Background: an optimization exercise with open tools, aiming at small area. Do not read the settings as production practice.
Where RTL was checked, it was by simulation tests only, not by an equivalence proof against the original.
The RTL of run 5 was laid out without a check of its function.
No activity file was given, so power comes from the tool's default toggle rates.

==> flow/design.v <==
`timescale 1ns / 1ps
package lcdr_pkg;
  localparam logic [1:0] ST_TICK  = 2'd0;
  localparam logic [1:0] ST_WRITE = 2'd1;
  localparam logic [1:0] ST_READ  = 2'd2;
  localparam logic [1:0] ST_NONE  = 2'd3;
  localparam logic [31:0] LFSR_TAPS  = 32'h8020_0003;
endpackage
`timescale 1ns / 1ps
module lcdr_lfsr (
  input  logic        clk,
  input  logic        rst,
  input  logic        load,
  input  logic [31:0] seed,
  input  logic        advance,
  output logic [7:0]  rand_byte
);
  logic [31:0] state, stepped, seed_v;
  logic        sel_seed, sel_step, sel_hold;
  assign stepped   = {1'b0, state[31:1]} ^ (state[0] ? lcdr_pkg::LFSR_TAPS : 32'h0);
  assign rand_byte = stepped[7:0];
  assign seed_v    = {seed[31:1], seed[0] | ~|seed[31:1]};
  assign sel_seed = ~rst & load;
  assign sel_step = ~rst & ~load & advance;
  assign sel_hold = ~rst & ~load & ~advance;
  always_ff @(posedge clk) begin
    state <= ({32{sel_seed}} & seed_v) | ({32{sel_step}} & stepped) | ({32{sel_hold}} & state)
             | {31'b0, rst};
  end
endmodule
`timescale 1ns / 1ps
module lcdr_timebase (
  input  logic        clk,
  input  logic        rst,
  input  logic        tick,
  input  logic        wr_en,       
  input  logic [3:0]  wr_offset,
  input  logic [7:0]  wr_data,
  output logic [19:0] usec,
  output logic [31:0] sec,
  output logic [29:0] msec
);
  logic [9:0]  sub;
  logic [5:0]  wrap;
  logic [20:0] uc;
  logic [32:0] sc;
  logic [30:0] mc;
  logic [19:0] usec_inc;
  logic [31:0] sec_inc;
  logic [29:0] msec_inc;
  assign uc[0] = 1'b1;
  assign sc[0] = 1'b1;
  assign mc[0] = 1'b1;
  for (genvar i = 0; i < 20; i++) begin : g_u
    assign usec_inc[i] = usec[i] ^ uc[i];
    assign uc[i+1]     = usec[i] & uc[i];
  end
  for (genvar i = 0; i < 32; i++) begin : g_s
    assign sec_inc[i] = sec[i] ^ sc[i];
    assign sc[i+1]    = sec[i] & sc[i];
  end
  for (genvar i = 0; i < 30; i++) begin : g_m
    assign msec_inc[i] = msec[i] ^ mc[i];
    assign mc[i+1]     = msec[i] & mc[i];
  end
  logic [9:0] sub_step;
  logic [5:0] wrap_step;
  assign sub_step  = {sub[8:0], ~(sub[9] ^ sub[6])};
  assign wrap_step = {wrap[4:0], ~(wrap[5] ^ wrap[4])};
  logic usec_top, usec_ones, sec_ones, sub_last, wrap_last;
  assign usec_top  = &usec[19:16] & (usec[15] | usec[14] & (usec[13] | usec[12] | usec[11] | usec[10] |
                     usec[9] & (usec[8] | usec[7] | usec[6] | (&usec[5:0]))));
  assign usec_ones = &usec;
  assign sec_ones  = &sec;
  assign sub_last  = (sub == 10'b1010110010);
  assign wrap_last = (wrap == 6'b010100);
  logic t, sec_carry, restart;
  assign t         = tick & ~rst;
  assign sec_carry = t & usec_top & ~usec_ones;
  assign restart   = sec_carry & (sec_ones | wrap_last);
  logic [7:0] wd;
  assign wd = wr_data & {8{wr_en & ~rst}};
  logic [3:0] wbyte;
  logic       wu, ws, wm;
  assign wbyte = {wr_offset[1:0] == 2'd3, wr_offset[1:0] == 2'd2,
                  wr_offset[1:0] == 2'd1, wr_offset[1:0] == 2'd0};
  assign wu = wr_en & (wr_offset[3:2] == 2'd0);
  assign ws = wr_en & (wr_offset[3:2] == 2'd1);
  assign wm = wr_en & (wr_offset[3:2] == 2'd2);
  logic [3:0] cu, iu, hu, cs, is, hs, cm, im, hm;
  logic       cb, ib, cw, iw;
  for (genvar b = 0; b < 4; b++) begin : g_sel
    assign cu[b] = rst | wu & wbyte[b] | t & usec_top;
    assign iu[b] = t & ~usec_top;
    assign hu[b] = ~cu[b] & ~iu[b];
    assign cs[b] = rst | ws & wbyte[b];
    assign is[b] = sec_carry;
    assign hs[b] = ~cs[b] & ~is[b];
    assign cm[b] = rst | wm & wbyte[b] | restart;
    assign im[b] = t & sub_last & ~restart;
    assign hm[b] = ~cm[b] & ~im[b];
  end
  assign cb = rst | sec_carry | t & sub_last;
  assign ib = t & ~cb;
  assign cw = rst | restart;
  assign iw = sec_carry & ~restart;
  always_ff @(posedge clk) begin
    for (int i = 0; i < 20; i++)
      usec[i] <= cu[i/8] & wd[i%8] | iu[i/8] & usec_inc[i] | hu[i/8] & usec[i];
    for (int i = 0; i < 32; i++)
      sec[i]  <= cs[i/8] & wd[i%8] | is[i/8] & sec_inc[i] | hs[i/8] & sec[i];
    for (int i = 0; i < 30; i++)
      msec[i] <= cm[i/8] & wd[i%8] | im[i/8] & msec_inc[i] | hm[i/8] & msec[i];
    sub  <= cb ? 10'd0 : ib ? sub_step : sub;
    wrap <= cw ? 6'd0 : iw ? wrap_step : wrap;
  end
endmodule
`timescale 1ns / 1ps
module latched_clock_deadline_registers_core #(
  parameter int MS_WRAP_SECONDS = 60
) (
  input  logic        clk,
  input  logic        rst,
  input  logic        cmd_valid,
  output logic        cmd_stall,
  input  logic [1:0]  command,
  input  logic [3:0]  reg_offset,
  input  logic [7:0]  write_data,
  output logic        rsp_valid,
  input  logic        rsp_stall,
  output logic [7:0]  read_data,
  input  logic        cfg_valid,
  output logic        cfg_ready,
  input  logic [31:0] random_seed
);
  logic [1:0] stage_type;
  logic [3:0] stage_offset;
  logic [7:0] stage_data;
  logic st_tick, st_write, st_read, out_busy, fire_read;
  assign cfg_ready = 1'b1;
  assign st_tick   = (stage_type == lcdr_pkg::ST_TICK);
  assign st_write  = (stage_type == lcdr_pkg::ST_WRITE);
  assign st_read   = (stage_type == lcdr_pkg::ST_READ);
  assign out_busy  = rsp_valid & rsp_stall;
  assign cmd_stall = st_read & out_busy;
  assign fire_read = st_read & ~out_busy;
  always_ff @(posedge clk) begin
    if (rst) begin
      stage_type <= lcdr_pkg::ST_NONE;
    end else if (!cmd_stall) begin
      stage_type <= cmd_valid ? command : lcdr_pkg::ST_NONE;
    end
  end
  always_ff @(posedge clk) begin
    if (!cmd_stall) begin
      stage_offset <= reg_offset;
    end
    stage_data <= write_data;
  end
  logic [3:0] off_lo;
  logic [3:0] off_hi;
  assign off_lo = {stage_offset[1:0] == 2'd3, stage_offset[1:0] == 2'd2,
                   stage_offset[1:0] == 2'd1, stage_offset[1:0] == 2'd0};
  assign off_hi = {stage_offset[3:2] == 2'd3, stage_offset[3:2] == 2'd2,
                   stage_offset[3:2] == 2'd1, stage_offset[3:2] == 2'd0};
  logic [19:0] usec;
  logic [31:0] sec;
  logic [29:0] msec;
  lcdr_timebase u_timebase (
    .clk       (clk),
    .rst       (rst),
    .tick      (st_tick),
    .wr_en     (st_write & ~off_hi[3]),
    .wr_offset (stage_offset),
    .wr_data   (stage_data),
    .usec      (usec),
    .sec       (sec),
    .msec      (msec)
  );
  logic [7:0] rand_byte;
  lcdr_lfsr u_lfsr (
    .clk       (clk),
    .rst       (rst),
    .load      (cfg_valid),
    .seed      (random_seed),
    .advance   (fire_read & off_hi[3] & stage_offset[1]),
    .rand_byte (rand_byte)
  );
  logic [19:0] lat_usec;
  logic [31:0] lat_sec;
  logic [29:0] lat_msec;
  logic        zero_us, zero_ms;
  logic        latch_us, latch_ms;
  assign latch_us = fire_read & off_hi[0] & off_lo[3];
  assign latch_ms = fire_read & off_hi[2] & off_lo[3];
  always_ff @(posedge clk) begin
    if (latch_us) begin
      lat_usec <= usec;
      lat_sec  <= sec;
    end
    if (latch_ms) begin
      lat_msec <= msec;
    end
  end
  always_ff @(posedge clk) begin
    if (rst) begin
      zero_us <= 1'b1;
      zero_ms <= 1'b1;
    end else begin
      if (latch_us) zero_us <= 1'b0;
      if (latch_ms) zero_ms <= 1'b0;
    end
  end
  logic [29:0] snap;
  logic [31:0] deadline;
  logic        w_dl_lo, w_dl_hi, snap_ld;
  assign w_dl_lo = st_write & off_hi[3] & off_lo[0];
  assign w_dl_hi = st_write & off_hi[3] & off_lo[1];
  assign snap_ld = w_dl_lo | fire_read & off_hi[2] & off_lo[3] | fire_read & off_hi[3] & off_lo[0];
  logic after_rst;
  always_ff @(posedge clk) begin
    after_rst <= rst;
  end
  always_ff @(posedge clk) begin
    if (snap_ld | after_rst) begin
      snap <= msec;
    end
  end
  logic [31:0] dl_a, dl_b, dl_p, dl_s0, dl_sum;
  logic [32:0] dl_c;
  logic [32:16] dl_pp;
  assign dl_a    = deadline | {16'b0, stage_data, 8'b0};
  assign dl_b    = {2'b0, snap};
  assign dl_p    = dl_a ^ dl_b;
  for (genvar i = 0; i < 32; i++) begin : g_add
    if (i == 0 || i == 16) begin : g_c0
      assign dl_s0[i]  = dl_p[i];
      assign dl_c[i+1] = dl_a[i] & dl_b[i];
    end else begin : g_ci
      assign dl_s0[i]  = dl_a[i] ^ dl_b[i] ^ dl_c[i];
      assign dl_c[i+1] = dl_a[i] & dl_b[i] | dl_c[i] & (dl_a[i] ^ dl_b[i]);
    end
  end
  assign dl_pp[16] = 1'b1;
  for (genvar i = 16; i < 32; i++) begin : g_pp
    assign dl_pp[i+1] = dl_pp[i] & dl_s0[i];
  end
  assign dl_sum = {dl_s0[31:16] ^ (dl_pp[31:16] & {16{dl_c[16]}}), dl_s0[15:0]};
  logic dl_lo, dl_add, dl_h;
  assign dl_lo  = w_dl_lo & ~rst;
  assign dl_add = w_dl_hi & ~rst;
  assign dl_h   = ~rst & ~w_dl_lo & ~w_dl_hi;
  always_ff @(posedge clk) begin
    deadline <= ({32{dl_lo}} & {24'b0, stage_data}) | ({32{dl_add}} & dl_sum) | ({32{dl_h}} & deadline);
  end
  logic [30:0] gt_c;
  logic        ahead;
  assign gt_c[0] = 1'b0;
  for (genvar i = 0; i < 30; i++) begin : g_cmp
    assign gt_c[i+1] = deadline[i] & ~msec[i] | gt_c[i] & (deadline[i] | ~msec[i]);
  end
  assign ahead = gt_c[30] | deadline[30] | deadline[31];
  logic [7:0] rd_byte;
  always_comb begin
    rd_byte = 8'hFF;
    unique case (stage_offset)
      4'd0:  rd_byte = zero_us ? 8'h00 : lat_usec[7:0];
      4'd1:  rd_byte = zero_us ? 8'h00 : lat_usec[15:8];
      4'd2:  rd_byte = zero_us ? 8'h00 : {4'b0, lat_usec[19:16]};
      4'd3:  rd_byte = 8'h00;
      4'd4:  rd_byte = zero_us ? 8'h00 : lat_sec[7:0];
      4'd5:  rd_byte = zero_us ? 8'h00 : lat_sec[15:8];
      4'd6:  rd_byte = zero_us ? 8'h00 : lat_sec[23:16];
      4'd7:  rd_byte = zero_us ? 8'h00 : lat_sec[31:24];
      4'd8:  rd_byte = zero_ms ? 8'h00 : lat_msec[7:0];
      4'd9:  rd_byte = zero_ms ? 8'h00 : lat_msec[15:8];
      4'd10: rd_byte = zero_ms ? 8'h00 : lat_msec[23:16];
      4'd11: rd_byte = {2'b0, msec[29:24]};
      4'd12: rd_byte = {8{ahead}};
      4'd13: rd_byte = 8'hFF;
      default: rd_byte = rand_byte;
    endcase
  end
  always_ff @(posedge clk) begin
    if (rst) begin
      rsp_valid <= 1'b0;
    end else if (fire_read) begin
      rsp_valid <= 1'b1;
    end else if (!rsp_stall) begin
      rsp_valid <= 1'b0;
    end
  end
  always_ff @(posedge clk) begin
    if (fire_read) begin
      read_data <= rd_byte;
    end
  end
endmodule
==> flow/flow/run.sh <==
#!/bin/bash
# Standard synthesis; its combinational logic re-mapped for area (registers, adders
# and tie cells kept as they are); then the standard layout with a lighter clock tree
# (no dummy loads, larger sink clusters) and the smallest buffer on the ports.
set -uo pipefail
F=$(cd "$(dirname "$0")" && pwd)
R=orfs/results/$FLOW_PLATFORM/latched_clock_deadline_registers_core/base
CTS="-sink_clustering_enable -repair_clock_nets -dont_use_dummy_load -sink_clustering_size 30 -sink_clustering_max_diameter 100"
bash standard.sh synth > synth.log 2>&1 || exit 1
cp $R/1_2_yosys.v standard_synth.v
KEEP=c:none_kept bash $F/remap.sh $PWD/standard_synth.v $PWD/remapped.v $PWD/remap_stat.txt > remap.log 2>&1 || exit 1
cp remapped.v $R/1_2_yosys.v
rm -f $R/1_synth.odb $R/1_synth.sdc
bash standard.sh synth > synth_odb.log 2>&1 || exit 1
bash standard.sh finish "CTS_ARGS=$CTS" "BUFFER_PORTS_ARGS=-buffer_cell sky130_fd_sc_hd__buf_1" > finish.log 2>&1 || exit 1
==> flow/flow/area.abc <==
strash
&get -n
&deepsyn -T 60
&put
dch -f
map -D 5000
topo
==> flow/flow/remap.sh <==
#!/bin/bash
# remap.sh IN OUT STAT: re-map IN's combinational logic for area into OUT
set -euo pipefail
H=$(cd "$(dirname "$0")" && pwd)
LIB=$FLOW_HOME/platforms/sky130hd/lib/sky130_fd_sc_hd__tt_025C_1v80.lib
DU=$(grep -oE "sky130_fd_sc_hd__(probe\w*|lpflow\w*)" $FLOW_HOME/platforms/sky130hd/config.mk | sort -u | sed 's/^/-dont_use /' | tr '\n' ' ')
W=$(mktemp -d)
printf 'set_driving_cell sky130_fd_sc_hd__buf_1\nset_load 5\n' > $W/abc.constr
sed -e "s#@LIB@#$LIB#g" -e "s#@IN@#$1#" -e "s#@OUT@#$2#" -e "s#@STAT@#$3#" -e "s#@TOP@#${FLOW_TOP}#g" \
    -e "s#@SCRIPT@#$H/area.abc#" -e "s#@DONTUSE@#$DU#" -e "s#@KEEP@#${KEEP:-c:deadline*}#" -e "s#@CONSTR@#$W/abc.constr#" $H/remap.ys > $W/remap.ys
yosys -s $W/remap.ys
rm -rf $W
==> flow/flow/remap.ys <==
# Re-map the combinational logic of the standard synthesis netlist for area.
# Registers, tie cells and the logic feeding the deadline register
# (its fast adder) are kept as they are (same names and cells).
read_liberty -ignore_miss_func -overwrite -setattr liberty_cell @LIB@
read_verilog @IN@
hierarchy -top @TOP@
setattr -mod -set keep_hierarchy 1 sky130_fd_sc_hd__dfxtp_1 sky130_fd_sc_hd__edfxtp_1 sky130_fd_sc_hd__conb_1
cd @TOP@
select -set keep @KEEP@ %ci*:-sky130_fd_sc_hd__dfxtp_1[Q]:-sky130_fd_sc_hd__edfxtp_1[Q]
setattr -set keep_hierarchy 1 @keep
cd
flatten
rename -hide w:_*_.*
opt_clean
blackbox A:liberty_cell
select @TOP@
abc -script @SCRIPT@ -liberty @LIB@ @DONTUSE@ -constr @CONSTR@
select -clear
setundef -zero
splitnets
opt_clean -purge
hilomap -singleton -hicell sky130_fd_sc_hd__conb_1 HI -locell sky130_fd_sc_hd__conb_1 LO
insbuf -buf sky130_fd_sc_hd__buf_4 A X
opt_clean -purge
tee -o @STAT@ stat -liberty @LIB@
write_verilog -noattr -nohex -nodec @OUT@
==> flow/standard.sh <==
#!/bin/bash
# synth_recipe.tcl (not shown) runs the flow's synth.tcl, then flattens the netlist and writes it again
# the make line also repeats each setting of config.mk as NAME=value (left out here)
make -C /OpenROAD-flow-scripts/flow DESIGN_CONFIG=/design/flow/config.mk WORK_HOME=/design/flow/orfs CLKGATE_MAP_FILE= SYNTH_SCRIPT=/design/flow/synth_recipe.tcl "${@:-finish}"
==> flow/config.mk <==
export PLATFORM = sky130hd
export DESIGN_NAME = latched_clock_deadline_registers_core
export DESIGN_NICKNAME = latched_clock_deadline_registers_core
export VERILOG_FILES = /design/flow/design.v
export SDC_FILE = /design/flow/constraint.sdc
export NUM_CORES = 4
export LEC_CHECK = 0
export CAP_MARGIN = 20
export CORE_MARGIN = 2
export CORE_UTILIZATION = 45
export SLEW_MARGIN = 20
==> flow/constraint.sdc <==
create_clock -name core_clock -period 7.0 [get_ports {clk}]
set_input_delay 1.4000 -clock core_clock [delete_from_list [all_inputs] [get_ports {clk}]]
set_output_delay 1.4000 -clock core_clock [all_outputs]
set_load 0.01 [all_outputs]
==> results of run 1 <==
-- what timing repair did --
| item | 4_1_cts | 5_1_grt |
|---|---|---|
| setup buffers | 0 | 6 |
| gates resized for setup | 4 | 29 |
| endpoints found under the setup margin | 3 | 25 |
| pin swaps | 0 | 16 |
-- through the flow --
| stage | cell area, µm² | setup WS, ns | hold WS (ns) |
|---|---|---|---|
| 4_1_cts | 13970 | 0.03073 | 0.4490 |
| 6_report | 14120 | 0.5895 | 0.4488 |
| 3_5_place_dp | 13650 | -0.3394 | 0.4216 |
| 2_1_floorplan | 12650 | 0.4417 | 0.4161 |
| 5_1_grt | 14120 | 0.001008 | 0.4644 |
| 3_3_place_gp | 13650 | -0.08393 | 0.4230 |
-- report_power, final --
group / internal [W] / switching, W / leakage [nW] / total (W)
logic: 0.000116 / 0.000199 / 1.98 / 0.000315
clock network: 0.000339 / 0.000512 / 0.160 / 0.000851
registers: 0.00187 / 0.0000713 / 2.56 / 0.00194
total: 0.00232 / 0.000782 / 4.70 / 0.00310
-- final timing paths --
path | to | cells past startpoint | start
worst max register to register | deadline[31]$_DFF_P_ | 44 | snap[2]$_DFFE_PP_
worst max-delay path | deadline[31]$_DFF_P_ | 44 | snap[2]$_DFFE_PP_
worst min-delay path | lat_usec[19]$_DFFE_PP_ | 0 | u_timebase.usec[19]$_DFF_P_
worst min register to register | lat_usec[19]$_DFFE_PP_ | 0 | u_timebase.usec[19]$_DFF_P_
-- placed cells by master (no fill, tap or decap), drive strengths merged, types with 2 or more instances in the layout --
cell and n:
clkinv 241, dfxtp 176, nor2 173, nand2 155, edfxtp 118, buf 105, o21ai 95, a21oi 80
nand3 54, o221ai 44, o22ai 43, a22oi 37, nor3 35, xor2 20, o31ai 17, a31oi 17
a221oi 13, clkbuf 13, nor4 13, o32ai 8, xnor2 8, nand4 8, a32oi 7, o211ai 6
a211oi 6, o21a 5, or2 5, a22o 3, a41oi 3, o221a 2, maj3 2
-- registers in the layout, indices dropped and copies added (netlist names), 2 cells and up --
register / count
read_data: 8
snap: 30
u_timebase.msec: 30
stage_offset: 4
u_lfsr.state: 32
lat_sec: 32
u_timebase.sec: 32
lat_usec: 20
u_timebase.usec: 20
lat_msec: 24
stage_type: 2
u_timebase.wrap: 6
stage_data: 8
deadline: 32
u_timebase.sub: 10
-- metal layers --
| layer | GRT usage (%) | wire length, µm |
|---|---|---|
| met1 | 34.52 | 16450 |
| met2 | 39.17 | 16060 |
| met3 | 2.715 | 2128 |
| met4 | 5.601 | 674 |
| met5 | 0 | 0 |
-- layout make-up --
| type | count | area [µm²] |
|---|---|---|
| fillers | 2633 | 13590 |
| inverters | 241 | 904.6 |
| repair buffers | 105 | 563.0 |
| well taps | 378 | 473.0 |
| clock buffers | 13 | 325.3 |
| flip-flops and latches | 294 | 7067 |
| multi-input cells | 868 | 4785 |
==> impl_metrics.json, run 1 <==
{
  "status": "finished clean",
  "critical_path_required_ns": 7.43,
  "chipHeight_um": 171.6,
  "layout.nets": 1574,
  "dieArea_um2": 29450,
  "cts-htree-levels": 1,
  "slowest_stage": "edfxtp_1",
  "fin_cells": 1899,
  "grt_pass1_wl_um": 54570,
  "port-buffer-count": 60,
  "cts_sinks": 294,
  "grt_max_degree": 38,
  "io_pins": 62,
  "dr.pass1.iters": 5,
  "cp-end-kind": "flip-flop",
  "ant_nets": 0,
  "rows": 61,
  "p_total_w": 0.003105,
  "dp_hpwl_um": 25680,
  "clockBufferDepth": 3,
  "critPathLaunchType": "flip-flop",
  "grt_overflow_total": 0,
  "crit_type": "reg2reg",
  "finalClockSkew_ns": 0.02423,
  "tns_ns": 0,
  "drv_slew": 0,
  "powerDensity_nw_per_um2": 219.9,
  "syn-cell-area_um2": 12640,
  "slew_headroom_pct": 23.26,
  "slowest_delay_ns": 0.40,
  "avgViaCountPerCell": 5.621,
  "tightest_slew_ns": 1.142,
  "rsz0062_at_grt": "false",
  "synth_cells": 1403,
  "syn_nets": 1454,
  "numCtsBuffers": 13,
  "cp_num_buf_inv": 1,
  "r2r_slack_ns": 0.59,
  "path_max_fanout": 3,
  "wl_per_cell_um": 18.60,
  "worstPathArrival_ns": 6.84,
  "routed_wl_um": 35320,
  "hold_class": "reg2reg",
  "hold_viol": 0,
  "syn_avg_cell_area_um2": 9.010,
  "grt.total_usage_pct": 24.09,
  "fin_util_pct": 50.96,
  "drt-initial-drc-count": 969,
  "drv_cap": 0,
  "yosys_warnings": 3,
  "setup_violations": 0,
  "layout_min_cycle_time_ns": 6.411,
  "cts_root_buf": "clkbuf_16",
  "drc": 0,
  "start_util_pct": 45.63,
  "core_um2": 27710,
  "post-route-period-util_pct": 91.58,
  "crit_family": "compound AO/OA/AOI/OAI gates",
  "fp.dieW_um": 171.6,
  "num_antenna_cells": 0,
  "dp_cells": 1879,
  "antenna_found_initial": 1,
  "clk_pin_slew_ns": 0.12,
  "leakage_nw": 4.700,
  "cts_tree": "done",
  "clk_latency_ns": 0.49,
  "cts_hold_buf": 0,
  "fmax_ghz": 0.1560,
  "grt_pass1_vias": 9759,
  "crit_path_frequent_cell": "nor2_1",
  "num_vias": 10670,
  "area_growth_pct": 11.68,
  "peakVddDrop_uv": 140.0,
  "layout-drive-gt1-share_pct": 6.443,
  "place.gp.congestion": 0.9282
}
==> run 2: changes to the inputs <==
--- a/flow/config.mk
+++ b/flow/config.mk
@@ -9,3 +9,4 @@
 export CORE_MARGIN = 2
-export CORE_UTILIZATION = 45
+export CORE_UTILIZATION = 55
+export PLACE_DENSITY = 0.68
 export SLEW_MARGIN = 20
==> run 2 against run 1 <==
Flip-flop and latch count unchanged; worst setup slack better by 0.054 ns; count of clock-buffer cells in the layout unchanged; die area fell by 18%; critical endpoint unchanged; global-route usage rose by 3.9 points; largest cell class unchanged; critical path type unchanged.
==> impl_metrics.json, run 2 <==
{
  "cts_root_buf": "clkbuf_16",
  "switching_share_pct": 25.24,
  "routed_wl_um": 34140,
  "port-buffer-count": 60,
  "cp-end-kind": "flip-flop",
  "drt-initial-drc-count": 990,
  "syn_avg_cell_area_um2": 8.896,
  "grt.total_usage_pct": 27.99,
  "area_growth_pct": 10.89,
  "critical_path_required_ns": 7.43,
  "rows": 55,
  "drv_slew": 0,
  "cts_hold_buf": 0,
  "worstPathArrival_ns": 6.79,
  "fin_cells": 1825,
  "slowest_stage": "edfxtp_1",
  "holdWs_ns": 0.4548,
  "grt_max_degree": 49,
  "grt_overflow_total": 0,
  "avgViaCountPerCell": 5.923,
  "layout-drive-gt1-share_pct": 7.078,
  "wl_per_cell_um": 18.70,
  "io_pins": 62,
  "fmax_ghz": 0.1573,
  "fp.dieW_um": 155.7,
  "clk_latency_ns": 0.50,
  "layout_commonest_cell": "clkinv_1",
  "antenna_found_initial": 0,
  "drc": 0,
  "chipHeight_um": 155.7,
  "design_area_um2": 14040,
  "switching_power_w": 0.0007858,
  "drv_cap": 0,
  "placed_area_um2": 13470,
  "num_antenna_cells": 0,
  "crit_family": "compound AO/OA/AOI/OAI gates",
  "setup_violations": 0,
  "pwr-share-seq_pct": 62.4,
  "num_vias": 10810,
  "status": "finished clean",
  "cp_num_buf_inv": 1,
  "ant_nets": 0,
  "crit_path_frequent_cell": "o21ai_2",
  "hold_class": "reg2reg",
  "leakage_nw": 4.742,
  "tightest_slew_ns": 1.073,
  "p_clk_share_pct": 27.2,
  "cts_sinks": 294,
  "core_um2": 22640,
  "p_int_w": 0.002327,
  "peakVddDrop_uv": 142.5,
  "layout_min_cycle_time_ns": 6.357,
  "syn-cell-area_um2": 12660,
  "grt_pass1_vias": 9937,
  "slowest_delay_ns": 0.42,
  "critPathLaunchType": "flip-flop",
  "timing.final.ws_setup_ns": 0.6430,
  "cts-htree-levels": 1,
  "synth_cells": 1423,
  "cts_tree": "done",
  "dieArea_um2": 24240,
  "path_max_fanout": 4,
  "place.gp.congestion": 0.9277,
  "finalClockSkew_ns": 0.02061,
  "tns_ns": 0,
  "place_ws_ns": -0.7403,
  "dp_cells": 1796,
  "start_util_pct": 55.91,
  "numCtsBuffers": 13,
  "clk_pin_slew_ns": 0.11,
  "clockBufferDepth": 3,
  "crit_type": "reg2reg",
  "grt_pass1_wl_um": 52990,
  "nFillCells": 1982,
  "dp_hpwl_um": 24910,
  "dr.pass1.iters": 6,
  "yosys_warnings": 3,
  "pwr-share-comb_pct": 10.4,
  "layout.nets": 1593,
  "post-route-period-util_pct": 90.81,
  "hold_viol": 0,
  "powerDensity_nw_per_um2": 221.8,
  "slew_headroom_pct": 28.19,
  "syn_nets": 1474,
  "most-common-layout-cells": "clkinv_1, nand2_1, nor2_1, dfxtp_1, edfxtp_1"
}
run 2: through the flow:
stage / util (%) / power (W)
after global placement: 59.50 / 0.002266
after global routing: 62.00 / 0.003230
after detailed placement: 59.50 / 0.002276
after CTS: 61.18 / 0.003107
final: 62.00 / 0.003113
after floorplan: - / 0.002156
run 2: timing repair:
item | in CTS | in global routing
pin swaps | 5 | 21
gates resized for setup | 11 | 33
buffers inserted | 5 | 11
gates cloned | 0 | 0
endpoints found under the setup margin | 5 | 16
run 2: worst reg2reg max path: cells and delay by family, from the launching register on:
kind | cells | cell delay, ns
XOR/XNOR | 2 | 0.34
AO/OA/AOI/OAI | 25 | 3.42
buffers and inverters | 1 | 0.09
AND/OR/NAND/NOR | 19 | 2.07
flip-flops | 1 | 0.42
run 2: power groups by stage:
stage | combinational (W) | sequential (W) | clock, W
detailed placement | 0.000298 | 0.00198 | 0
floorplan | 0.000203 | 0.00195 | 0
global placement | 0.000292 | 0.00197 | 0
CTS | 0.000306 | 0.00194 | 0.000862
finish | 0.000325 | 0.00194 | 0.000847
global route | 0.000366 | 0.00195 | 0.000913
run 2: path summary, 6_finish.rpt:
| check | start | end | slack (ns) | cells past startpoint |
|---|---|---|---|---|
| hold reg to reg | u_timebase.sec[24]$_DFF_P_ | lat_sec[24]$_DFFE_PP_ | 0.45 | 0 |
| setup / recovery | snap[2]$_DFFE_PP_ | deadline[31]$_DFF_P_ | 0.64 | 47 |
| setup reg to reg | snap[2]$_DFFE_PP_ | deadline[31]$_DFF_P_ | 0.64 | 47 |
| hold / removal | u_timebase.sec[24]$_DFF_P_ | lat_sec[24]$_DFFE_PP_ | 0.45 | 0 |
run 2: cell type report:
cell class	count	area, µm²	share of cell area (%)
sequential	294	7067	50.34
inverter	240	904.6	6.444
timing repair buffer	104	555.5	3.958
clock buffer	13	325.3	2.317
multi-input combinational	889	4828	34.40
tap	285	356.6	2.540
run 2: routing by layer:
metal  global-route usage [%]  vias up  part of all wire, %
met4                    6.815        0                  2.2
met2                    46.35      418                   46
met3                    2.667       54                  7.1
li1                         -     5267                    -
met5                        0        -                    0
met1                    39.99     5070                   45
==> run 3: changes to the inputs <==
--- a/flow/config.mk
+++ b/flow/config.mk
@@ -9,4 +9,4 @@
 export CORE_MARGIN = 2
-export CORE_UTILIZATION = 55
-export PLACE_DENSITY = 0.68
+export CORE_UTILIZATION = 65
+export PLACE_DENSITY = 0.76
 export SLEW_MARGIN = 20
==> run 3 against run 2 <==
Cell area shrank 0.37%; total power shrank 0.38%; non-clock buffer count shrank 5; combinational power shrank 1%; die area shrank 15%; sequential power is essentially flat; flip-flop and latch count is the same; via count grew 0.46%; wire length shrank 1.1%; register-to-register slack lost 0.19 ns; critical path type unchanged; largest cell class unchanged; largest power group unchanged.
==> impl_metrics.json, run 3 <==
{
  "grt_pass1_wl_um": 51760,
  "cts_root_buf": "clkbuf_16",
  "crit_type": "reg2reg",
  "area_growth_pct": 10.48,
  "layout-drive-gt1-share_pct": 7.101,
  "switching_share_pct": 25.19,
  "layout.nets": 1588,
  "synth_cells": 1423,
  "tightest_slew_ns": 1.112,
  "slew_headroom_pct": 25.57,
  "numCtsBuffers": 13,
  "setup_violations": 0,
  "r2r_start": "snap[2]$_DFFE_PP_",
  "holdPathEnd": "snap[28]$_DFFE_PP_",
  "r2r_end": "deadline[31]$_DFF_P_",
  "grt_pass1_vias": 9805,
  "crit_path_frequent_cell": "o21ai_2",
  "critPathLaunchType": "flip-flop",
  "cts_tree": "done",
  "slowest_delay_ns": 0.42,
  "p_total_w": 0.003101,
  "post-route-period-util_pct": 93.54,
  "p_int_w": 0.002320,
  "syn_nets": 1474,
  "grt.total_usage_pct": 32.63,
  "path_max_fanout": 4,
  "cp-end-kind": "flip-flop",
  "worstHoldStart": "u_timebase.msec[28]$_DFF_P_",
  "hold_depth": 0,
  "slowest_stage": "edfxtp_1",
  "wl_per_cell_um": 18.76,
  "pwr-share-comb_pct": 10.3,
  "grt_max_degree": 36,
  "num_antenna_cells": 0,
  "p_clk_share_pct": 27.2,
  "syn-cell-area_um2": 12660,
  "leakage_nw": 4.728,
  "layout_min_cycle_time_ns": 6.547,
  "yosys_warnings": 3,
  "drv_cap": 0,
  "pwr-share-seq_pct": 62.5,
  "reg2reg_depth": 47,
  "dieArea_um2": 20610,
  "chipHeight_um": 143.6,
  "fin_util_pct": 72.57,
  "cp-startpoint": "snap[2]$_DFFE_PP_",
  "grt_overflow_total": 0,
  "routed_wl_um": 33770,
  "drc": 0,
  "port-buffer-count": 60,
  "peakVddDrop_uv": 209.0,
  "holdWs_ns": 0.4493,
  "cts-htree-levels": 1,
  "avgViaCountPerCell": 6.033,
  "ant_nets": 0,
  "core_um2": 19270,
  "dp_hpwl_um": 24330,
  "tns_ns": 0,
  "place.gp.congestion": 0.9581,
  "hold_viol": 0,
  "io_pins": 62,
  "hold_class": "reg2reg",
  "drt-initial-drc-count": 1018,
  "rows": 51,
  "fmax_ghz": 0.1527,
  "critical_path_required_ns": 7.42,
  "status": "finished clean",
  "finalClockSkew_ns": 0.01535,
  "clk_pin_slew_ns": 0.12,
  "most-common-layout-cells": "clkinv_1, nand2_1, nor2_1, dfxtp_1, edfxtp_1",
  "switching_power_w": 0.0007812,
  "clockBufferDepth": 3,
  "nFillCells": 1529,
  "fp.dieW_um": 143.6,
  "dr.pass1.iters": 8,
  "syn_avg_cell_area_um2": 8.896,
  "layout_commonest_cell": "clkinv_1",
  "r2r_slack_ns": 0.45,
  "cts_sinks": 294,
  "antenna_found_initial": 1,
  "start_util_pct": 65.69,
  "num_vias": 10860,
  "drv_slew": 0,
  "worstPathArrival_ns": 6.97,
  "powerDensity_nw_per_um2": 221.8,
  "clk_latency_ns": 0.49
}
run 3: worst max path at each step:
| stage | endpoint | cells after the start | slack (ns) |
|---|---|---|---|
| 3_5_place_dp | deadline[31]$_DFF_P_ | 46 | -0.67 |
| 6_report | deadline[31]$_DFF_P_ | 47 | 0.45 |
| 2_1_floorplan | deadline[31]$_DFF_P_ | 46 | 0.37 |
| 4_1_cts | deadline[31]$_DFF_P_ | 46 | 0.002 |
| 3_3_place_gp | deadline[31]$_DFF_P_ | 46 | -0.29 |
| 5_1_grt | deadline[31]$_DFF_P_ | 47 | -0.20 |
run 3: power groups by stage:
stage	combinational [W]	clock, W	sequential (W)
4_1_cts	0.000301	0.000845	0.00193
3_5_place_dp	0.000297	0	0.00197
6_report	0.000321	0.000843	0.00194
5_1_grt	0.000360	0.000892	0.00195
2_1_floorplan	0.000203	0	0.00195
3_3_place_gp	0.000288	0	0.00197
run 3: final cells by class:
| class | instances | area (µm²) | area share (%) |
|---|---|---|---|
| sequential | 294 | 7067 | 50.53 |
| multi-input combinational | 889 | 4845 | 34.64 |
| inverter | 240 | 900.9 | 6.442 |
| timing repair buffer | 99 | 515.5 | 3.686 |
| tap | 265 | 331.6 | 2.371 |
| clock buffer | 13 | 325.3 | 2.326 |
run 3: routing by layer:
metal	vias up	wire [µm]	GRT usage [%]	share of wire, %
li1	5254	-	-	-
met1	5047	14390	45.50	43
met2	473	14910	51.00	44
met3	83	3153	6.664	9.3
met4	2	1299	11.61	3.8
met5	-	13	0	0.038
run 3: critical path: cells and delay by family, from the launching register on:
family | cells | cell delay [ns]
buffers and inverters | 1 | 0.09
xor gates and xnor gates | 2 | 0.33
AOI/OAI and AO/OA | 25 | 3.52
DFF | 1 | 0.42
and+or+nand+nor | 19 | 2.13
run 3: metrics by stage:
step                worst slack (ns)  area [µm²]  instances
finish                        0.4525       13980       1800
global route                 -0.1954       13980       1800
CTS                         0.002484       13820       1794
detailed placement           -0.6702       13470       1780
global placement             -0.2868       13470       1779
floorplan                     0.3712       12660       1423
run 3: timing repair:
action	CTS	global route
hold buffers	0	0
resized for setup	10	37
pin swaps	1	19
gates cloned	0	0
buffers inserted	1	6
endpoints found under the setup margin	5	9
hold endpoints to repair	0	0
==> run 4: changes to the inputs <==
--- a/flow/design.v
+++ b/flow/design.v
@@ -17,7 +17,7 @@
 );
-  logic [31:0] state, stepped, seed_v;
+  logic [31:0] state_n, stepped_n, seed_n;
   logic        sel_seed, sel_step, sel_hold;
-  assign stepped   = {1'b0, state[31:1]} ^ (state[0] ? lcdr_pkg::LFSR_TAPS : 32'h0);
-  assign rand_byte = stepped[7:0];
-  assign seed_v    = {seed[31:1], seed[0] | ~|seed[31:1]};
+  assign stepped_n = {1'b1, state_n[31:1]} ^ (state_n[0] ? 32'h0 : lcdr_pkg::LFSR_TAPS);
+  assign rand_byte = ~stepped_n[7:0];
+  assign seed_n    = ~{seed[31:1], seed[0] | ~|seed[31:1]};
   assign sel_seed = ~rst & load;
@@ -26,4 +26,4 @@
   always_ff @(posedge clk) begin
-    state <= ({32{sel_seed}} & seed_v) | ({32{sel_step}} & stepped) | ({32{sel_hold}} & state)
-             | {31'b0, rst};
+    state_n <= ({32{sel_seed}} & seed_n) | ({32{sel_step}} & stepped_n) | ({32{sel_hold}} & state_n)
+               | {{31{rst}}, 1'b0};
   end
--- a/flow/config.mk
+++ b/flow/config.mk
@@ -9,4 +9,3 @@
 export CORE_MARGIN = 2
-export CORE_UTILIZATION = 65
-export PLACE_DENSITY = 0.76
+export CORE_UTILIZATION = 45
 export SLEW_MARGIN = 20
==> run 4 against run 3 <==
Hold slack got worse by 0.0069 ns; flip-flop and latch count did not move; non-clock buffer count fell by 27; first-iteration DRC count fell by 5.7%; global-route usage fell by 8.9 points; register-to-register slack improved by 0.27 ns; cell area fell by 1.7%; maximum frequency rose by 4.3%; combinational power fell by 26%; synthesized cell count fell by 2.7%.
==> impl_metrics.json, run 4 <==
{
  "hold_class": "reg2reg",
  "multi_input_area_um2": 4790,
  "drt-initial-drc-count": 960,
  "slowest_stage": "dfxtp_1",
  "drv_slew": 0,
  "drv_cap": 0,
  "cts_tree": "done",
  "layout-drive-gt1-share_pct": 4.963,
  "tightest_slew_ns": 1.042,
  "critical_path_required_ns": 7.34,
  "slowest_delay_ns": 0.40,
  "avgViaCountPerCell": 5.667,
  "post-route-period-util_pct": 89.70,
  "drc": 0,
  "syn_nets": 1436,
  "ant_nets": 0,
  "layout.nets": 1524,
  "cp-startpoint": "deadline[1]$_DFF_P_",
  "crit_end": "deadline[31]$_DFF_P_",
  "p_clk_share_pct": 29.4,
  "syn-cell-area_um2": 12500,
  "r2r_end": "deadline[31]$_DFF_P_",
  "wl_per_cell_um": 18.77,
  "tns_ns": 0,
  "crit_type": "reg2reg",
  "fmax_ghz": 0.1593,
  "cts_root_buf": "clkbuf_16",
  "chipHeight_um": 170.6,
  "peakVddDrop_uv": 149.1,
  "dr.pass1.iters": 7,
  "layout.area.seq_um2": 7067,
  "syn_avg_cell_area_um2": 9.023,
  "cts_hold_buf": 0,
  "port-buffer-count": 60,
  "cts-htree-levels": 1,
  "pwr-share-comb_pct": 7.9,
  "num_antenna_cells": 0,
  "pwr-share-seq_pct": 62.7,
  "powerDensity_nw_per_um2": 218.9,
  "antenna_found_initial": 0,
  "hold_viol": 0,
  "dp_hpwl_um": 25000,
  "rows": 61,
  "slew_headroom_pct": 30.38,
  "layout_min_cycle_time_ns": 6.279,
  "io_pins": 62,
  "reg2reg_depth": 47,
  "clk_pin_slew_ns": 0.11,
  "grt_pass1_vias": 9468,
  "r2r_start": "deadline[1]$_DFF_P_",
  "nFillCells": 2663,
  "grt_overflow_total": 0,
  "grt_pass1_wl_um": 53430,
  "dieArea_um2": 29120,
  "path_max_fanout": 4,
  "start_util_pct": 45.36,
  "clk_latency_ns": 0.50,
  "finalClockSkew_ns": 0.04412,
  "critPathLaunchType": "flip-flop",
  "status": "finished clean",
  "area_growth_pct": 9.962,
  "num_vias": 10480,
  "cp-end-kind": "flip-flop",
  "r2r_slack_ns": 0.72,
  "grt_max_degree": 54,
  "leakage_nw": 4.491,
  "design_area_um2": 13740,
  "yosys_warnings": 3,
  "layout_commonest_cell": "clkinv_1",
  "core_um2": 27550,
  "synth_cells": 1385,
  "worstPathArrival_ns": 6.62,
  "numCtsBuffers": 14,
  "setup_violations": 0,
  "cts_sinks": 294,
  "grt.total_usage_pct": 23.74,
  "switching_power_w": 0.0007238,
  "p_int_w": 0.002284,
  "switching_share_pct": 24.06,
  "place.gp.congestion": 0.8972,
  "most-common-layout-cells": "clkinv_1, nor2_1, dfxtp_1, nand2_1, edfxtp_1",
  "routed_wl_um": 34700,
  "fin_util_pct": 49.88,
  "placed_area_um2": 13290,
  "fp.dieW_um": 170.6,
  "crit_path_frequent_cell": "nor2_1",
  "clockBufferDepth": 3
}
## run 4: cell type report
class	count	area share, %
multi-input combinational	893	34.85
timing repair buffer	72	2.294
inverter	198	5.436
sequential	294	51.43
tap	378	3.442
clock buffer	14	2.549
## run 4: through the flow
stage / cells / power, W / hold WS (ns) / setup slack (ns)
after floorplan: 1385 / 0.002069 / 0.4161 / 1.247
after global placement: 1834 / 0.002150 / 0.4230 / 0.7298
after detailed placement: 1834 / 0.002153 / 0.4323 / 0.5495
after CTS: 1848 / 0.003026 / 0.4329 / 0.4671
after global routing: 1849 / 0.003117 / 0.4423 / -0.05232
final: 1849 / 0.003008 / 0.4423 / 0.7213
## run 4: worst min path at each step
stage	end	startpoint	cells past startpoint
final	lat_usec[10]$_DFFE_PP_	u_timebase.usec[10]$_DFF_P_	0
after CTS	lat_usec[10]$_DFFE_PP_	u_timebase.usec[10]$_DFF_P_	0
after global placement	lat_usec[5]$_DFFE_PP_	u_timebase.usec[5]$_DFF_P_	0
after global routing	lat_usec[10]$_DFFE_PP_	u_timebase.usec[10]$_DFF_P_	0
after floorplan	lat_sec[15]$_DFFE_PP_	u_timebase.sec[15]$_DFF_P_	0
after detailed placement	lat_usec[9]$_DFFE_PP_	u_timebase.usec[9]$_DFF_P_	0
## run 4: per-layer routing
layer  track usage (%)  routed length, µm  up-vias
met2             36.10              14760      380
met3             3.308               2619       49
met1             35.16              16250     4931
met4             7.061               1068        0
li1                  -                  -     5119
met5                 0                  0        -
## run 4: repair_timing
action	4_1_cts	5_1_grt
resized for setup	0	21
setup buffers	0	1
endpoints found under the setup margin	0	19
## run 4: critical path: cells and delay by family, from the launching register on
kind            cells  cell delay [ns]
flops               1             0.40
compound gates     15             2.10
simple gates       32             3.61
## run 4: power groups by stage
stage | Sequential (W) | Combinational (W) | Clock [W]
after global routing | 0.00189 | 0.000266 | 0.000956
after detailed placement | 0.00193 | 0.000227 | 0
after CTS | 0.00189 | 0.000229 | 0.000911
after floorplan | 0.00191 | 0.000160 | 0
final | 0.00189 | 0.000236 | 0.000884
after global placement | 0.00192 | 0.000225 | 0
==> run 5: changes to the inputs <==
--- a/flow/design.v
+++ b/flow/design.v
@@ -67,4 +67,4 @@
   logic [5:0] wrap_step;
-  assign sub_step  = {sub[8:0], ~(sub[9] ^ sub[6])};
-  assign wrap_step = {wrap[4:0], ~(wrap[5] ^ wrap[4])};
+  assign sub_step  = {sub[8:0], sub[9] ^ sub[6]};
+  assign wrap_step = {wrap[4:0], wrap[5] ^ wrap[4]};
   logic usec_top, usec_ones, sec_ones, sub_last, wrap_last;
@@ -74,4 +74,4 @@
   assign sec_ones  = &sec;
-  assign sub_last  = (sub == 10'b1010110010);
-  assign wrap_last = (wrap == 6'b010100);
+  assign sub_last  = (sub == ~10'b1010110010);
+  assign wrap_last = (wrap == ~6'b010100);
   logic t, sec_carry, restart;
@@ -113,4 +113,4 @@
       msec[i] <= cm[i/8] & wd[i%8] | im[i/8] & msec_inc[i] | hm[i/8] & msec[i];
-    sub  <= cb ? 10'd0 : ib ? sub_step : sub;
-    wrap <= cw ? 6'd0 : iw ? wrap_step : wrap;
+    sub  <= cb ? 10'h3FF : ib ? sub_step : sub;
+    wrap <= cw ? 6'h3F : iw ? wrap_step : wrap;
   end
==> run 5 against run 4 <==
Flip-flop and latch count stayed put; wire length is 2.1% higher; via count is 1.9% higher; combinational power is 45% higher; total power is 5.6% higher; still clean; first-iteration DRC count is 7.2% higher; worst setup slack worse by 0.065 ns; die area is 0.23% higher; critical path type unchanged; sequential share of layout area is 0.94 points lower; synthesized cell count is 1.8% higher; highest routed layer unchanged; maximum frequency is 1.0% lower; register-to-register slack worse by 0.06 ns.
==> impl_metrics.json, run 5 <==
{
  "status": "finished clean",
  "crit_path_frequent_cell": "o21ai_2",
  "finalClockSkew_ns": 0.07908,
  "rows": 61,
  "place.gp.congestion": 0.8890,
  "cp-end-kind": "flip-flop",
  "chipHeight_um": 170.8,
  "p_int_w": 0.002358,
  "fp.dieW_um": 170.8,
  "nFillCells": 2698,
  "layout.area.seq_um2": 7068,
  "fmax_ghz": 0.1576,
  "grt_overflow_total": 0,
  "grt_pass1_wl_um": 53700,
  "leakage_nw": 4.690,
  "antenna_found_initial": 1,
  "syn_nets": 1461,
  "r2r_slack_ns": 0.66,
  "grt_pass1_vias": 9615,
  "core_um2": 27630,
  "grt.total_usage_pct": 23.96,
  "ant_nets": 0,
  "io_pins": 62,
  "pwr-share-comb_pct": 10.8,
  "multi_input_area_um2": 4805,
  "port-buffer-count": 60,
  "design_area_um2": 14000,
  "syn-cell-area_um2": 12530,
  "clockBufferDepth": 3,
  "slowest_delay_ns": 0.42,
  "drt-initial-drc-count": 1029,
  "routed_wl_um": 35440,
  "tightest_slew_ns": 1.047,
  "yosys_warnings": 3,
  "syn_avg_cell_area_um2": 8.884,
  "num_vias": 10680,
  "slowest_stage": "edfxtp_1",
  "crit_end": "deadline[31]$_DFF_P_",
  "layout_min_cycle_time_ns": 6.343,
  "dieArea_um2": 29190,
  "area_growth_pct": 11.77,
  "cts_sinks": 294,
  "tns_ns": 0,
  "critPathLaunchType": "flip-flop",
  "drc": 0,
  "timing.final.ws_setup_ns": 0.6567,
  "numCtsBuffers": 14,
  "holdWs_ns": 0.4436,
  "post-route-period-util_pct": 90.62,
  "fin_util_pct": 50.67,
  "reg2reg_depth": 45,
  "layout.nets": 1571,
  "synth_cells": 1410,
  "cts_tree": "done",
  "crit_type": "reg2reg",
  "wl_per_cell_um": 18.67,
  "switching_power_w": 0.0008190,
  "layout_commonest_cell": "clkinv_1",
  "slew_headroom_pct": 29.67,
  "p_clk_share_pct": 27.9,
  "peakVddDrop_uv": 120.5,
  "cp-startpoint": "snap[1]$_DFFE_PP_",
  "cts-htree-levels": 1,
  "pwr-share-seq_pct": 61.3,
  "powerDensity_nw_per_um2": 226.9,
  "drv_cap": 0,
  "start_util_pct": 45.34,
  "dr.pass1.iters": 5,
  "clk_pin_slew_ns": 0.12,
  "clk_latency_ns": 0.51,
  "placed_area_um2": 13440,
  "cts_hold_buf": 0,
  "r2r_end": "deadline[31]$_DFF_P_",
  "most-common-layout-cells": "clkinv_1, dfxtp_1, nand2_1, nor2_1, a21oi_1",
  "drv_slew": 0,
  "grt_max_degree": 35,
  "dp_hpwl_um": 25540,
  "critical_path_required_ns": 7.43,
  "path_max_fanout": 4,
  "cts_root_buf": "clkbuf_16",
  "hold_class": "reg2reg",
  "hold_viol": 0,
  "layout-drive-gt1-share_pct": 6.522,
  "worstPathArrival_ns": 6.78,
  "switching_share_pct": 25.78,
  "avgViaCountPerCell": 5.629,
  "place_ws_ns": -0.3722,
  "setup_violations": 0,
  "r2r_start": "snap[1]$_DFFE_PP_"
}
run 5: worst min path at each step:
stage	startpoint	end	slack, ns	cells past startpoint
after floorplan	u_timebase.sec[13]$_DFF_P_	lat_sec[13]$_DFFE_PP_	0.42	0
after global placement	u_timebase.sec[5]$_DFF_P_	lat_sec[5]$_DFFE_PP_	0.42	0
after detailed placement	u_timebase.sec[2]$_DFF_P_	lat_sec[2]$_DFFE_PP_	0.42	0
after CTS	u_timebase.usec[16]$_DFF_P_	lat_usec[16]$_DFFE_PP_	0.43	0
after global routing	u_timebase.usec[16]$_DFF_P_	lat_usec[16]$_DFFE_PP_	0.43	0
final	u_timebase.usec[16]$_DFF_P_	lat_usec[16]$_DFFE_PP_	0.44	0
run 5: worst max-delay path: cells and delay by family, from the launching register on:
family | cells | cell delay [ns]
AO/OA/AOI/OAI | 24 | 3.63
XOR/XNOR | 2 | 0.36
flip-flops | 1 | 0.42
AND/OR/NAND/NOR | 19 | 1.85
run 5: cell type report:
cell class              count  share of cell area [%]
diodes                      2                 0.03575
multi-input cells         898                   34.32
inverters                 218                   5.845
repair buffers             94                   3.432
flip-flops and latches    294                   50.49
clock buffers              14                   2.502
well taps                 378                   3.378
run 5: routing by layer:
| layer | share of wire (%) | routed length [µm] | track usage [%] |
|---|---|---|---|
| met1 | 45 | 15970 | 33.29 |
| met2 | 44 | 15640 | 37.92 |
| met3 | 7.9 | 2813 | 4.464 |
| met4 | 2.8 | 1008 | 7.811 |
| met5 | 0 | 0 | 0 |
run 5: through the flow:
stage	instances	total power, W
2_1_floorplan	1410	0.002172
3_3_place_gp	1876	0.002290
3_5_place_dp	1876	0.002298
4_1_cts	1890	0.003171
5_1_grt	1896	0.003304
6_report	1898	0.003177
run 5: repair_timing:
item                                    CTS  global route
setup buffers                             0             6
resized for setup                         7            38
endpoints found under the hold margin     0             0
pin swaps                                 0            19
endpoints found under the setup margin    5            14
run 5: power by group through the flow:
| stage | Combinational [W] | Clock, W | Sequential (W) |
|---|---|---|---|
| floorplan | 0.000214 | 0 | 0.00196 |
| finish | 0.000342 | 0.000888 | 0.00195 |
| detailed placement | 0.000315 | 0 | 0.00198 |
| global placement | 0.000309 | 0 | 0.00198 |
| CTS | 0.000318 | 0.000909 | 0.00194 |
| global route | 0.000383 | 0.000962 | 0.00196 |
==> run 6: changes to the inputs <==
--- a/flow/design.v
+++ b/flow/design.v
@@ -17,7 +17,7 @@
 );
-  logic [31:0] state_n, stepped_n, seed_n;
+  logic [31:0] state, stepped, seed_v;
   logic        sel_seed, sel_step, sel_hold;
-  assign stepped_n = {1'b1, state_n[31:1]} ^ (state_n[0] ? 32'h0 : lcdr_pkg::LFSR_TAPS);
-  assign rand_byte = ~stepped_n[7:0];
-  assign seed_n    = ~{seed[31:1], seed[0] | ~|seed[31:1]};
+  assign stepped   = {1'b0, state[31:1]} ^ (state[0] ? lcdr_pkg::LFSR_TAPS : 32'h0);
+  assign rand_byte = stepped[7:0];
+  assign seed_v    = {seed[31:1], seed[0] | ~|seed[31:1]};
   assign sel_seed = ~rst & load;
@@ -26,4 +26,4 @@
   always_ff @(posedge clk) begin
-    state_n <= ({32{sel_seed}} & seed_n) | ({32{sel_step}} & stepped_n) | ({32{sel_hold}} & state_n)
-               | {{31{rst}}, 1'b0};
+    state <= ({32{sel_seed}} & seed_v) | ({32{sel_step}} & stepped) | ({32{sel_hold}} & state)
+             | {31'b0, rst};
   end
@@ -67,4 +67,4 @@
   logic [5:0] wrap_step;
-  assign sub_step  = {sub[8:0], sub[9] ^ sub[6]};
-  assign wrap_step = {wrap[4:0], wrap[5] ^ wrap[4]};
+  assign sub_step  = {sub[8:0], ~(sub[9] ^ sub[6])};
+  assign wrap_step = {wrap[4:0], ~(wrap[5] ^ wrap[4])};
   logic usec_top, usec_ones, sec_ones, sub_last, wrap_last;
@@ -74,4 +74,4 @@
   assign sec_ones  = &sec;
-  assign sub_last  = (sub == ~10'b1010110010);
-  assign wrap_last = (wrap == ~6'b010100);
+  assign sub_last  = (sub == 10'b1010110010);
+  assign wrap_last = (wrap == 6'b010100);
   logic t, sec_carry, restart;
@@ -113,4 +113,4 @@
       msec[i] <= cm[i/8] & wd[i%8] | im[i/8] & msec_inc[i] | hm[i/8] & msec[i];
-    sub  <= cb ? 10'h3FF : ib ? sub_step : sub;
-    wrap <= cw ? 6'h3F : iw ? wrap_step : wrap;
+    sub  <= cb ? 10'd0 : ib ? sub_step : sub;
+    wrap <= cw ? 6'd0 : iw ? wrap_step : wrap;
   end
==> flow/flow/run.sh (replaced) <==
#!/bin/bash
# Standard synthesis; its combinational logic re-mapped for area (registers and tie
# cells kept as they are); then the standard layout with a lighter clock tree (no dummy
# loads, larger sink clusters) and the smallest buffer on the ports. If the layout's
# setup slack comes out too small, the logic feeding the deadline register keeps the
# standard synthesis's mapping and the layout is made again.
set -uo pipefail
F=$(cd "$(dirname "$0")" && pwd)
R=orfs/results/$FLOW_PLATFORM/latched_clock_deadline_registers_core/base
CTS="-sink_clustering_enable -repair_clock_nets -dont_use_dummy_load -sink_clustering_size 30 -sink_clustering_max_diameter 100"
bash standard.sh synth > synth.log 2>&1 || exit 1
cp $R/1_2_yosys.v standard_synth.v

layout() {  # $1: selection of registers whose input logic keeps its mapping; $2: tag
  KEEP="$1" bash $F/remap.sh $PWD/standard_synth.v $PWD/remapped_$2.v $PWD/remap_stat_$2.txt > remap_$2.log 2>&1 || return 1
  cp remapped_$2.v $R/1_2_yosys.v
  rm -f $R/1_synth.odb $R/1_synth.sdc $R/2_* $R/3_* $R/4_* $R/5_* $R/6_*
  bash standard.sh synth > synth_odb_$2.log 2>&1 || return 1
  bash standard.sh finish "CTS_ARGS=$CTS" "BUFFER_PORTS_ARGS=-buffer_cell sky130_fd_sc_hd__buf_1" > finish_$2.log 2>&1 || return 1
}

ok=0
if layout c:none_kept all; then
  s=$(awk '/worst slack max/ {print $4}' orfs/reports/$FLOW_PLATFORM/latched_clock_deadline_registers_core/base/6_finish.rpt | tail -1)
  if [ -n "$s" ] && awk -v s="$s" 'BEGIN {exit !(s >= 0.1)}'; then ok=1; fi
  echo "full re-map: worst slack $s" >> slack.log
fi
if [ $ok = 0 ]; then
  cp -r orfs/logs orfs_logs_all 2>/dev/null || true
  layout 'c:deadline*' keepdl || exit 1
  echo "re-map keeping the deadline logic" >> slack.log
fi
==> flow/flow/area.abc (replaced) <==
strash
&get -n
&deepsyn -T 60
&put
&get -n
&dch -f
&nf -p -F 8 -A 4 -D 5000
&put
topo
--- a/flow/config.mk
+++ b/flow/config.mk
@@ -10,2 +10,3 @@
 export CORE_UTILIZATION = 45
+export SETUP_SLACK_MARGIN = 0.15
 export SLEW_MARGIN = 20
==> run 6 against run 5 <==
Register-to-register slack worse by 0.50 ns; area after synthesis is 2.8% higher; critical path type unchanged; die area is 2.7% higher.
==> impl_metrics.json, run 6 <==
{
  "fin_cells": 1661,
  "placed_area_um2": 13710,
  "chipHeight_um": 173.1,
  "place.gp.congestion": 0.9340,
  "wl_per_cell_um": 20.71,
  "grt_pass1_vias": 9205,
  "num_antenna_cells": 0,
  "area_growth_pct": 9.816,
  "place_ws_ns": -0.1183,
  "fmax_ghz": 0.1462,
  "drc": 0,
  "dieArea_um2": 29980,
  "layout_commonest_cell": "dfxtp_1",
  "core_um2": 28010,
  "holdWs_ns": 0.4522,
  "ant_nets": 0,
  "syn_nets": 1282,
  "powerDensity_nw_per_um2": 203.3,
  "crit_type": "reg2reg",
  "clk_pin_slew_ns": 0.11,
  "cts_hold_buf": 0,
  "cts_tree": "done",
  "hold_viol": 0,
  "cts_sinks": 294,
  "layout.nets": 1368,
  "dr.pass1.iters": 8,
  "tightest_slew_ns": 1.106,
  "path_max_fanout": 3,
  "cp-end-kind": "flip-flop",
  "worstPathArrival_ns": 7.23,
  "setup_violations": 0,
  "timing.final.ws_setup_ns": 0.1600,
  "design_area_um2": 14140,
  "clk_latency_ns": 0.50,
  "post-route-period-util_pct": 97.71,
  "critPathLaunchType": "flip-flop",
  "drv_slew": 0,
  "yosys_warnings": 3,
  "grt_pass1_wl_um": 53280,
  "slowest_stage": "or4b_4",
  "cts-htree-levels": 1,
  "layout_min_cycle_time_ns": 6.840,
  "r2r_end": "deadline[31]$_DFF_P_",
  "grt_max_degree": 54,
  "syn_avg_cell_area_um2": 10.74,
  "slew_headroom_pct": 25.73,
  "slowest_delay_ns": 0.53,
  "num_vias": 9937,
  "layout-drive-gt1-share_pct": 6.080,
  "routed_wl_um": 34400,
  "avgViaCountPerCell": 5.983,
  "rows": 61,
  "dp_hpwl_um": 24130,
  "holdPathEnd": "lat_sec[6]$_DFFE_PP_",
  "hold_depth": 0,
  "cts_root_buf": "clkbuf_16",
  "fp.dieW_um": 173.1,
  "critical_path_required_ns": 7.39,
  "crit_path_frequent_cell": "fa_2",
  "r2r_slack_ns": 0.16,
  "worstHoldStart": "u_timebase.sec[6]$_DFF_P_",
  "drt-initial-drc-count": 1045,
  "io_pins": 62,
  "finalClockSkew_ns": 0.05494,
  "rsz0062_at_grt": "true",
  "grt_overflow_total": 0,
  "hold_class": "reg2reg",
  "grt.total_usage_pct": 22.55,
  "synth_cells": 1199,
  "status": "finished clean",
  "numCtsBuffers": 14,
  "reg2reg_depth": 28,
  "tns_ns": 0,
  "antenna_found_initial": 1,
  "peakVddDrop_uv": 146.1,
  "leakage_nw": 4.569,
  "port-buffer-count": 60,
  "r2r_start": "deadline[0]$_DFF_P_",
  "drv_cap": 0,
  "clockBufferDepth": 3,
  "dp_cells": 1644,
  "start_util_pct": 45.96,
  "most-common-layout-cells": "dfxtp_1, edfxtp_1, nand2_1, nor2_1, o21ai_0",
  "syn-cell-area_um2": 12870
}
[run 6: report_power, final]
| group | switching (W) | internal [W] |
|---|---|---|
| combinational | 0.000101 | 0.0000565 |
| clock | 0.000524 | 0.000363 |
| sequential | 0.0000285 | 0.00180 |
[run 6: area by class of cell]
class,instances,area (µm²)
Fill cell,2571,13870
Sequential cell,294,7068
Multi-Input combinational cell,780,5418
Tap cell,378,473.0
Timing Repair Buffer,86,420.4
Inverter,109,409.1
Clock buffer,14,350.3
[run 6: repair_timing]
action | 4_1_cts | 5_1_grt
endpoints found under the setup margin | 6 | 7
resized for setup | 10 | 9
setup buffers | 2 | 1
pin swaps | 1 | 1
[run 6: routing by layer]
metal  share of wire (%)  track usage, %  wire length [µm]  up-vias
met2                  45           35.13             15580      331
met3                 5.3           2.924              1830       69
li1                    -               -                 -     4688
met1                  46           32.43             15790     4849
met4                 3.5           7.804              1190        0
met5                   0               0                 0        -
[run 6: worst max-delay path by stage]
stage	start	end	slack [ns]
after global placement	deadline[0]$_DFF_P_	deadline[31]$_DFF_P_	-0.09
after floorplan	deadline[0]$_DFF_P_	deadline[31]$_DFF_P_	0.25
after global routing	deadline[0]$_DFF_P_	deadline[31]$_DFF_P_	-0.19
final	deadline[0]$_DFF_P_	deadline[31]$_DFF_P_	0.16
after detailed placement	deadline[0]$_DFF_P_	deadline[30]$_DFF_P_	-0.12
after CTS	deadline[0]$_DFF_P_	deadline[30]$_DFF_P_	0.15
[run 6: through the flow]
step                      utilization, %  total power, W
final                              50.48        0.002875
after global routing               50.48        0.002977
after CTS                          50.36        0.002900
after detailed placement           48.95        0.002022
after global placement             48.95        0.002018
after floorplan                        -        0.001957
[run 6: worst max-delay path: cells and delay by family, from the launching register on]
family / cells / cell delay, ns
XOR/XNOR: 1 / 0.18
AO/OA/AOI/OAI: 2 / 0.19
flip-flops: 1 / 0.34
adder cells (fa/ha/maj): 16 / 4.44
buffers and inverters: 3 / 0.18
AND/OR/NAND/NOR: 6 / 1.44

==> port drivers added, routing unchanged <==
How much do the figures lean on ideal ports? The routed layouts below were timed once more, with nothing changed but the port constraints.
Step 1: set_driving_cell puts a clkbuf_16 on clk and a buf_2 on each other input, an assumption about the parent block.
Step 2 adds t to the input delays and takes it off the output delays; t is the mean of the earliest and latest rising clock arrival at the registers after step 1. Input paths then give back, and output paths get back, about the clock's delay inside the block.
Slacks: ideal / step 1 / step 2; pairs: ideal / step 1.
| run | shift t [ns] | slack for setup (ns) | clock arrival spread, ns | slew at the worst register clock pin (ns) | worst slew at a driven data input, ns |
|---|---|---|---|---|---|
| run 1 | 0.530 | 0.589 / 0.589 / 0.589 | 0.024 / 0.025 | 0.12 / 0.12 | 0.04 |
| run 2 | 0.536 | 0.643 / 0.643 / 0.643 | 0.022 / 0.022 | 0.12 / 0.12 | 0.05 |
| run 3 | 0.532 | 0.453 / 0.453 / 0.453 | 0.016 / 0.015 | 0.12 / 0.12 | 0.05 |
| run 4 | 0.526 | 0.721 / 0.721 / 0.721 | 0.044 / 0.044 | 0.11 / 0.11 | 0.05 |
| run 5 | 0.522 | 0.657 / 0.657 / 0.657 | 0.080 / 0.079 | 0.12 / 0.12 | 0.04 |
| run 6 | 0.526 | 0.160 / 0.160 / 0.160 | 0.055 / 0.055 | 0.12 / 0.12 | 0.04 |
After both steps setup and hold are still met in every run listed.
